This design comes from an exercise in tuning for small area, a short achievable clock period and few clock cycles per item on the open sky130 flow, not from production work. Only simulation tests tie the RTL to the original design; equivalence was not proved. Power is estimated from default activity; no workload was simulated.

Setup of 10-03:
==> flow/design.v (excerpt) <==
module riscv_multicycle #(
  parameter int unsigned  N        = 32,
  parameter logic [N-1:0] RESET_PC = '0
) (
  input  logic                clk,
  input  logic                rst,
  output logic                mem_req,
  output logic                mem_we,
  output logic [N-1:0]        mem_addr,
  output logic [N-1:0]        mem_wdata,
  input  logic [N-1:0]        mem_rdata,
  input  logic                mem_ready,
  output logic                retire,
  output logic                trap,
  output logic [N-1:0]        pc_out
);
For scale: about 4,500 cells after synthesis, roughly 1,300 flip-flops, about 140 I/O pins.
clock: 9.0 ns
lec_check: 0
cap_margin: 10
cell_pad_in_sites_detail_placement: 0
core_margin: 2
core_utilization: 30
place_density: 0.4
setup_slack_margin: 4.5
slew_margin: 10
synth_hierarchical: 1
tns_end_percent: 10
run.sh (not shown) runs the stock make flow with config.mk's settings and CLKGATE_MAP_FILE= SYNTH_SCRIPT=/design/flow/synth_recipe.tcl, a recipe that flattens the netlist after the stock synthesis.
Testbench counts of 10-03, summed over its fixed seeds: cycles 90,854, retired 72,013.
Changes in 05-17 relative to 10-03:
Settings: a change of SLEW_MARGIN from 10 to 20; a change of CAP_MARGIN from 10 to 20; a change of SETUP_SLACK_MARGIN from 4.5 to 4.65; a change of CELL_PAD_IN_SITES_DETAIL_PLACEMENT from 0 to 1.
## What came out
- 10-03 -> 05-17: post-placement setup slack flat
- Delta(total clock buffers created by CTS, 05-17 - 10-03) < 0
- Diff 05-17..10-03 | power density over the cells | negligible
- 05-17 did not stop at any stage, and its layout met the timing, design-rule and antenna checks.
- Comparing 05-17 and 10-03, global-route usage is higher on 05-17.
- Combinational cell fraction of total power in 05-17 is 0.2 points higher than in 10-03

Starting RTL as in the previous note.
export LEC_CHECK = 0
export CAP_MARGIN = 20
export CELL_PAD_IN_SITES_DETAIL_PLACEMENT = 1
export CORE_MARGIN = 2
export CORE_UTILIZATION = 30
export PLACE_DENSITY = 0.4
export SETUP_SLACK_MARGIN = 4.5
export SLEW_MARGIN = 20
export SYNTH_HIERARCHICAL = 1
export TNS_END_PERCENT = 10
create_clock -name core_clock -period 9.0 [get_ports {clk}]
Testbench counts at the start, summed over its fixed seeds: cycles 90,854, retired 72,013.
Next try:
GPL_ROUTABILITY_DRIVEN = 0   (was default)
The new run finished clean.
Routed wire length went up by 0.65%.
Global-route usage went up by 0.12 points.
Clock power went up by about 1%.
Utilization went up by 0.56 points.
Worst setup slack gets better by 0.028 ns.
Synthesized cell count is unchanged.
Maximum frequency went up by 0.61%.
Total power went up by 0.47%.
Count of clock-buffer cells in the layout went down by 2.

## red
riscv_multicycle again, from the RTL that the note above started with.
==> flow/config.mk <==
export PLATFORM = sky130hd
export DESIGN_NAME = riscv_multicycle
export DESIGN_NICKNAME = riscv_multicycle
export VERILOG_FILES = /design/flow/design.v
export SDC_FILE = /design/flow/constraint.sdc
export NUM_CORES = 4
export LEC_CHECK = 0
export CAP_MARGIN = 20
export CELL_PAD_IN_SITES_DETAIL_PLACEMENT = 1
export CORE_MARGIN = 2
export CORE_UTILIZATION = 30
export PLACE_DENSITY = 0.4
export SETUP_SLACK_MARGIN = 4.5
export SLEW_MARGIN = 20
export SYNTH_HIERARCHICAL = 1
export TNS_END_PERCENT = 2
==> flow/constraint.sdc <==
create_clock -name core_clock -period 9.0 [get_ports {clk}]
set_input_delay 1.8000 -clock core_clock [delete_from_list [all_inputs] [get_ports {clk}]]
set_output_delay 1.8000 -clock core_clock [all_outputs]
set_load 0.01 [all_outputs]
Testbench counts of red, summed over its fixed seeds: cycles 90,854, retired 72,013.
### red -> blue
Settings: PLACE_DENSITY changed from 0.4 to 0.45; CORE_UTILIZATION changed from 30 to 35; TNS_END_PERCENT changed from 2 to 10.
Notes after the runs:
blue against red: total via count after detailed routing level; worst setup slack for register-to-register paths level; multi-input logic portion of the cell area moved up; longest individual stage delay on the worst path moved down; power after layout moved down. Post-layout instance count excluding filler cells, red and blue, lower one = blue. In blue, routed length on met2 is lower than in red. Diff red..blue | combinational power | negligible. Comparing final core area utilization for red and blue, the bigger number came from blue.
Modified inputs, green compared to blue
Settings: changing SETUP_SLACK_MARGIN from 4.5 to 4.8; changing PLACE_DENSITY from 0.45 to 0.4; changing CORE_UTILIZATION from 35 to 30.
Findings:
- Of green and blue, the run reporting the lower share of the clock period used by the worst path after layout was green.
- First-pass GRT wire length (green vs. blue) increases by a few percent
- Startpoint of the most critical setup path = mem_rdata[24]: green; startpoint of the most critical setup path = mem_rdata[20]: blue
- Looking at first-iteration DRC count across both flows, green is the stronger of the two, with blue trailing.
- green vs. blue: combinational fraction of design power rose by 0.3 points, portion of the layout cell area used by non-clock buffers increased 1.6 points.
- There was hardly any difference in number of buffer and inverter stages on the critical path between green and blue.
- In the final reports, the cell area of green is larger than that of blue.
- Number of multi-input combinational cells in the layout essentially unchanged between green and blue.

Another version of the RTL of riscv_multicycle (not shown whole).
For scale: ~140 I/O pins, ~0.063 mm2 of cells after synthesis.
clock: 9.0 ns
lec_check: 0
cap_margin: 20
cell_pad_in_sites_detail_placement: 1
core_margin: 2
core_utilization: 30
place_density: 0.4
setup_slack_margin: 4.5
slew_margin: 20
synth_hierarchical: 1
tns_end_percent: 10
The baseline finished clean.
Testbench counts at the start, summed over its fixed seeds: cycles 90,854, retired 72,013.
Next try:
--- a/flow/config.mk
+++ b/flow/config.mk
@@ -13 +13 @@
-export SETUP_SLACK_MARGIN = 4.5
+export SETUP_SLACK_MARGIN = 4.75
@@ -16 +16 @@
-export TNS_END_PERCENT = 10
+export TNS_END_PERCENT = 5
Outcome: Final cell count went down by 1.1%. Clock skew stays flat. Sequential power is about the same. Via count goes down by 0.99%. Combinational power rises by about 2%. Power increases by 2.2%. Sequential cell count is unchanged. Routed wire length is lower by 1.4%. Clock power increases by 5.6%. First-iteration DRC count decreases by 8.0%.

Setup of cedar:
Another version of the RTL of riscv_multicycle (not shown whole).
Size in the first run: roughly 4700 cells after synthesis, about 1300 flip-flops, ~140 I/O pins, about 63000 um2 of cells after synthesis.
==> flow/config.mk <==
export PLATFORM = sky130hd
export DESIGN_NAME = riscv_multicycle
export DESIGN_NICKNAME = riscv_multicycle
export VERILOG_FILES = /design/flow/design.v
export SDC_FILE = /design/flow/constraint.sdc
export NUM_CORES = 4
export LEC_CHECK = 0
export CAP_MARGIN = 20
export CELL_PAD_IN_SITES_DETAIL_PLACEMENT = 1
export CORE_MARGIN = 2
export CORE_UTILIZATION = 30
export PLACE_DENSITY = 0.4
export SETUP_SLACK_MARGIN = 4.5
export SLEW_MARGIN = 20
export SYNTH_HIERARCHICAL = 1
export TNS_END_PERCENT = 10
==> flow/constraint.sdc <==
create_clock -name core_clock -period 9.0 [get_ports {clk}]
set_input_delay 1.8000 -clock core_clock [delete_from_list [all_inputs] [get_ports {clk}]]
set_output_delay 1.8000 -clock core_clock [all_outputs]
set_load 0.01 [all_outputs]
Testbench counts of cedar, summed over its fixed seeds: cycles 90,854, retired 72,013.
Modified inputs, ember compared to cedar
- SETUP_SLACK_MARGIN now 4.0, was 4.5
Findings:
Routing usage on met1 (higher): cedar
ember — worst setup slack after layout 390 ps lower, cedar as reference
ember vs. cedar: global-route usage down 2.8 points; total wirelength of the detailed-routed design lower.
Slowest cell on the critical path = nand3b_1: cedar; slowest cell on the critical path = mux2i_4: ember

Another version of the RTL of riscv_multicycle (not shown whole).
Size: roughly 4600 cells after synthesis, about 140 I/O pins, ~0.061 mm^2 of cells after synthesis.
Settings: LEC_CHECK=0, CAP_MARGIN=20, CELL_PAD_IN_SITES_DETAIL_PLACEMENT=1, CORE_MARGIN=2, CORE_UTILIZATION=30, PLACE_DENSITY=0.4, SETUP_SLACK_MARGIN=4.5, SLEW_MARGIN=20, SYNTH_HIERARCHICAL=1, TNS_END_PERCENT=10; clock period 9.0 ns.
Testbench counts at the start, summed over its fixed seeds: cycles 90,854, retired 72,013.
Edit:
--- a/flow/config.mk
+++ b/flow/config.mk
@@ -13 +13 @@
-export SETUP_SLACK_MARGIN = 4.5
+export SETUP_SLACK_MARGIN = 4.75
Outcome: The changed run ran to the end with no violations. Core utilization climbs by 0.68 points. Final area went up by 1.9%. Worst setup slack loses 0.021 ns. Area after synthesis does not change. Global-route usage is higher by 0.43 points. Wire length climbs by 1.2%.
Edit:
--- a/flow/config.mk
+++ b/flow/config.mk
@@ -13 +13 @@
-export SETUP_SLACK_MARGIN = 4.75
+export SETUP_SLACK_MARGIN = 4.5
@@ -16 +16 @@
-export TNS_END_PERCENT = 10
+export TNS_END_PERCENT = 2
Result: Combinational power goes down by about 4%; hold slack barely changes; final cell count goes down by 1.1%; final area goes down by 2.5%; power goes down by 0.49%; setup slack gains 0.027 ns; global-route usage goes down by 0.49 points; register-to-register slack loses 0.04 ns; maximum frequency goes up by 0.56%; first-iteration DRC count goes down by 4.7%; synthesized cell count does not change.
Edit:
--- a/flow/config.mk
+++ b/flow/config.mk
@@ -11,0 +12,2 @@
+export CTS_CLUSTER_DIAMETER = 60
+export CTS_CLUSTER_SIZE = 20
@@ -16 +18 @@
-export TNS_END_PERCENT = 2
+export TNS_END_PERCENT = 10
The changed run completed with no timing, DRC or antenna violations.
Area after synthesis stays the same.
Fmax rises by 0.43%.
Sequential power is about the same.
Final cell count barely changes.
Cell area goes up by 0.36%.
Edit:
--- a/flow/config.mk
+++ b/flow/config.mk
@@ -12,2 +11,0 @@
-export CTS_CLUSTER_DIAMETER = 60
-export CTS_CLUSTER_SIZE = 20
@@ -15 +13 @@
-export SETUP_SLACK_MARGIN = 4.5
+export SETUP_SLACK_MARGIN = 4.25
Outcome:
- The changed run went through all stages and came out clean
- synthesized area stays the same
- die area is unchanged
- power came out lower by 0.72%

Another version of the RTL of riscv_multicycle (not shown whole).
Size: ~4400 cells after synthesis.
make LEC_CHECK=0 CAP_MARGIN=20 CELL_PAD_IN_SITES_DETAIL_PLACEMENT=1 CORE_MARGIN=2 CORE_UTILIZATION=30 PLACE_DENSITY=0.4 SETUP_SLACK_MARGIN=4.65 SLEW_MARGIN=20 SYNTH_HIERARCHICAL=1 TNS_END_PERCENT=20 finish   # period 9.0 ns
Testbench counts at the start, summed over its fixed seeds: cycles 90,854, retired 72,013.
Edit:
TNS_END_PERCENT = 10   (was 20)
Result: Area after synthesis does not change; via count is lower by 2.5%; worst hold slack loses 0.0076 ns; wire length is lower by 4.5%; global-route usage is lower by 1.0 points; utilization barely changes; non-clock buffer count is higher by 3; final area barely changes; clock-buffer cell count is higher by 1.
Edit:
SETUP_SLACK_MARGIN = 4.55   (was 4.65)
After rerunning: The changed run passed the timing, design-rule and antenna checks. Wire length goes down by 1.4%. Sequential cell count does not change. Via count goes down by 0.56%. Power goes down by 0.31%. Critical path depth is unchanged. Worst setup slack got worse by 0.097 ns.

re-timing with driven ports:
Ports are ideal in the flow. The routed layouts listed here were re-timed in OpenROAD.
Step 1, drivers: a clkbuf_16 drives clk and a buf_2 each remaining input, both assumed.
Step 2 moves the port delays by t, midway between the first and last clock arrival at a register: inputs arrive t later, outputs are due t later. That takes back most of the time a late clock gives input paths.
Three values: ideal, step 1, step 2; two values: the first two.
run | t (ns) | slack for setup (ns) | slew at the worst register clock pin (ns)
10-03 | 0.889 | 4.351 / 4.364 / 3.524 | 0.07 / 0.07
05-17 | 0.888 | 4.462 / 4.443 / 3.604 | 0.06 / 0.06
the first run of note 2 | 0.885 | 4.342 / 4.389 / 3.517 | 0.07 / 0.07
the second run of note 2 | 0.884 | 4.370 / 4.367 / 3.551 | 0.07 / 0.07
red | 0.887 | 4.351 / 4.334 / 3.530 | 0.07 / 0.07
blue | 0.893 | 4.317 / 4.335 / 3.478 | 0.06 / 0.06
green | 0.897 | 4.490 / 4.486 / 3.658 | 0.07 / 0.07
the first run of note 4 | 0.903 | 4.366 / 4.384 / 3.481 | 0.06 / 0.06
the second run of note 4 | 0.909 | 4.410 / 4.458 / 3.549 | 0.07 / 0.07
cedar | 0.906 | 4.280 / 4.261 / 3.355 | 0.07 / 0.07
ember | 0.901 | 3.885 / 3.871 / 3.047 | 0.06 / 0.06
the first run of note 6 | 0.900 | 4.245 / 4.310 / 3.410 | 0.06 / 0.06
the second run of note 6 | 0.891 | 4.225 / 4.271 / 3.380 | 0.06 / 0.06
the third run of note 6 | 0.895 | 4.251 / 4.310 / 3.422 | 0.07 / 0.07
the fourth run of note 6 | 0.887 | 4.271 / 4.283 / 3.445 | 0.08 / 0.08
the fifth run of note 6 | 0.895 | 4.101 / 4.089 / 3.264 | 0.07 / 0.07
the first run of note 7 | 0.893 | 4.328 / 4.381 / 3.493 | 0.06 / 0.06
the second run of note 7 | 0.891 | 4.417 / 4.416 / 3.577 | 0.07 / 0.07
the third run of note 7 | 0.885 | 4.320 / 4.355 / 3.470 | 0.07 / 0.07
After both steps setup and hold are still met in every run listed. The setup slack of cedar, which loses most, moves by -0.019 ns with the drivers and by -0.925 ns with both steps.
